Context: an optimization exercise on an open-source flow, tuned for small area, a short achievable clock period and few clock cycles per item. The choices shown serve that exercise and are no tape-out recipe. RTL that was checked went through simulation tests only; none was proved equivalent to the original.

==> flow/design.v (excerpt) <==
module ieee754_mul_arb (
  input  logic        clk,
  input  logic        rst_n,
  input  logic        req0_valid,
  input  logic [31:0] req0_a,
  input  logic [31:0] req0_b,
  output logic        req0_ready,
  input  logic        req1_valid,
  input  logic [31:0] req1_a,
  input  logic [31:0] req1_b,
  output logic        req1_ready,
  output logic        rsp_valid,
  input  logic        rsp_ready,
  output logic        rsp_id,
  output logic [31:0] rsp_s,
  output logic        rsp_ovf,
  output logic        rsp_unf
);
clock: 10.5 ns
lec_check: 0
cap_margin: 20
core_margin: 2
core_utilization: 55
place_density: 0.72
slew_margin: 20
synth_hierarchical: 1
standard.sh (not shown) runs the stock make flow with config.mk's settings and CLKGATE_MAP_FILE= SYNTH_SCRIPT=/design/flow/synth_recipe.tcl, a recipe that flattens the netlist after the stock synthesis.
==> flow/flow/run.sh <==
#!/bin/bash
# The standard layout (standard.sh) with changes to how it is made, not to what it must meet
# (the clock and constraints are the design's):
#  - timing repair aims at a setup slack of SETUP_SLACK_MARGIN ns instead of the default;
#  - the buffers that every port gets are buf_2 cells instead of the default delay buffers;
#  - clock tree synthesis builds the tree from clkbuf_8 cells (clkbuf_16 at the root) and adds
#    no dummy loads.
# standard.sh's output goes to standard.log here; each ORFS step logs to orfs/logs/.
set -euo pipefail
export SETUP_SLACK_MARGIN=7.0
export BUFFER_PORTS_ARGS="-buffer_cell sky130_fd_sc_hd__buf_2"
export CTS_ARGS="-sink_clustering_enable -repair_clock_nets -dont_use_dummy_load -root_buf sky130_fd_sc_hd__clkbuf_16 -buf_list sky130_fd_sc_hd__clkbuf_8"
bash standard.sh > standard.log 2>&1
The first run completed with no timing, DRC or antenna violations.
Next try:
--- a/flow/design.v
+++ b/flow/design.v
@@ -61,24 +61,24 @@
   output logic s0
 );
   logic v;
   assign v  = sel ? a1 : a0;
   assign s1 = v & ~c2;
   assign s0 = ~v & ~c2;
 endmodule
-module omux3n (
+module omux3 (
   input  logic a,
   input  logic b,
-  input  logic cn,
+  input  logic c,
   input  logic sa,
   input  logic sb,
   input  logic sc,
-  output logic yn
+  output logic y
 );
-  assign yn = ~((sa & a) | (sb & b) | (sc & ~cn));
+  assign y = (sa & a) | (sb & b) | (sc & c);
 endmodule
 module mul_tree (
   input  logic [23:0] ma,
   input  logic [11:0] bneg,
   input  logic [11:0] bone,
   input  logic [11:0] btwo,
   output logic [47:0] r0,
@@ -1996,41 +1996,40 @@
     fr_h  = (mant_h & {23{nrm1}}) | {spec_nan_q, 22'd0};
     fr_l  = (mant_l & {23{nrm0}}) | {spec_nan_q, 22'd0};
     ovf_1 = ~spec_q & ovf1;
     ovf_0 = ~spec_q & ovf0;
     unf_1 = ~spec_q & unf1 & ~ovf1;
     unf_0 = ~spec_q & unf0 & ~ovf0;
   end
-  logic [34:0] outn_q, skn_q, qn_d;
+  logic [34:0] out_q, sk_q, q_d;
   logic        c2, i1, i0, out_en, sk_en;
   assign c2     = (cnt_q == 2'd2);
   logic [3:0] h1g, h0g;
   logic       ovl_u;
   for (genvar q = 0; q < 4; q++) begin : g_hi
     hisel u_h (.a0(t0[22]), .a1(t1[22]), .sel(sel_u), .c2(c2), .s1(h1g[q]), .s0(h0g[q]));
   end
   assign ovl_u = sel_l ? t1[22] : t0[22];
   hisel u_inc (.a0(ovl_u), .a1(1'b1), .sel(hi), .c2(c2), .s1(i1), .s0(i0));
   assign out_en = c2 ? pop : push & (cnt_q == 2'd0 || pop);
   assign sk_en  = push & (cnt_q == 2'd1) & ~pop;
   for (genvar j = 0; j < 23; j++) begin : g_fr
-    omux3n u_m (.a(fr_h[j]), .b(fr_l[j]), .cn(skn_q[j]), .sa(h1g[j / 6]), .sb(h0g[j / 6]),
-                .sc(c2), .yn(qn_d[j]));
+    omux3 u_m (.a(fr_h[j]), .b(fr_l[j]), .c(sk_q[j]), .sa(h1g[j / 6]), .sb(h0g[j / 6]), .sc(c2),
+               .y(q_d[j]));
   end
   for (genvar k = 0; k < 8; k++) begin : g_ex
-    omux3n u_m (.a(ex1[k]), .b(ex0[k]), .cn(skn_q[23+k]), .sa(i1), .sb(i0), .sc(c2),
-                .yn(qn_d[23+k]));
+    omux3 u_m (.a(ex1[k]), .b(ex0[k]), .c(sk_q[23+k]), .sa(i1), .sb(i0), .sc(c2), .y(q_d[23+k]));
   end
-  omux3n u_unf (.a(unf_1), .b(unf_0), .cn(skn_q[32]), .sa(i1), .sb(i0), .sc(c2), .yn(qn_d[32]));
-  omux3n u_ovf (.a(ovf_1), .b(ovf_0), .cn(skn_q[33]), .sa(i1), .sb(i0), .sc(c2), .yn(qn_d[33]));
-  assign qn_d[31] = c2 ? skn_q[31] : ~sgn_q;
-  assign qn_d[34] = c2 ? skn_q[34] : ~id2_q;
+  omux3 u_unf (.a(unf_1), .b(unf_0), .c(sk_q[32]), .sa(i1), .sb(i0), .sc(c2), .y(q_d[32]));
+  omux3 u_ovf (.a(ovf_1), .b(ovf_0), .c(sk_q[33]), .sa(i1), .sb(i0), .sc(c2), .y(q_d[33]));
+  assign q_d[31] = c2 ? sk_q[31] : sgn_q;
+  assign q_d[34] = c2 ? sk_q[34] : id2_q;
   always_ff @(posedge clk) begin
-    if (out_en) outn_q <= qn_d;
-    if (sk_en)  skn_q  <= qn_d;
+    if (out_en) out_q <= q_d;
+    if (sk_en)  sk_q  <= q_d;
   end
   assign rsp_valid = vld_q;
-  assign rsp_id    = ~outn_q[34];
-  assign rsp_ovf   = ~outn_q[33];
-  assign rsp_unf   = ~outn_q[32];
-  assign rsp_s     = ~outn_q[31:0];
+  assign rsp_id    = out_q[34];
+  assign rsp_ovf   = out_q[33];
+  assign rsp_unf   = out_q[32];
+  assign rsp_s     = out_q[31:0];
 endmodule
The new run finished with timing, DRC and antenna clean.
Wire length is lower by 1.0%.
Global-route usage stays flat.
Non-clock buffer count is higher by 2.
Worst setup slack improves by 0.091 ns.
Cell count is lower by 1.2%.
Core utilization barely changes.
Testbench counts after the change, summed over its fixed seeds: cycles 4,120, items 4,096.
No functional check of the RTL was part of the first run of this note.

## separate check: timing with driven ports
In the flow no input, the clock included, has a driving cell. The finished layouts below were timed again as built, in two steps.
Step 1 (the two cells are an assumption about what drives the block):
set clk [get_ports {clk}]
set_driving_cell -lib_cell sky130_fd_sc_hd__clkbuf_16 $clk
set_driving_cell -lib_cell sky130_fd_sc_hd__buf_2 [delete_from_list [all_inputs] $clk]
Step 2 adds t to the input delays and takes it off the output delays; t is the mean of the earliest and latest rising clock arrival at the registers after step 1. Input paths then give back, and output paths get back, about the clock's delay inside the block.
Three values: no drivers, after step 1, after step 2; two values: the first two.
| run | t, ns | setup WS [ns] | worst setup path after step 2 | clock arrival spread, ns | cell pins on the clock port's net |
|---|---|---|---|---|---|
| the first run | 0.561 | 7.022 / 7.022 / 6.675 | input to register | 0.058 / 0.058 | 1 |
| the second run | 0.558 | 7.113 / 7.113 / 6.725 | input to register | 0.058 / 0.058 | 1 |
After both steps setup and hold are still met in every run listed. For the second run, which loses most, drivers alone change the setup slack by 0.000 ns; drivers and shift together by -0.388 ns.
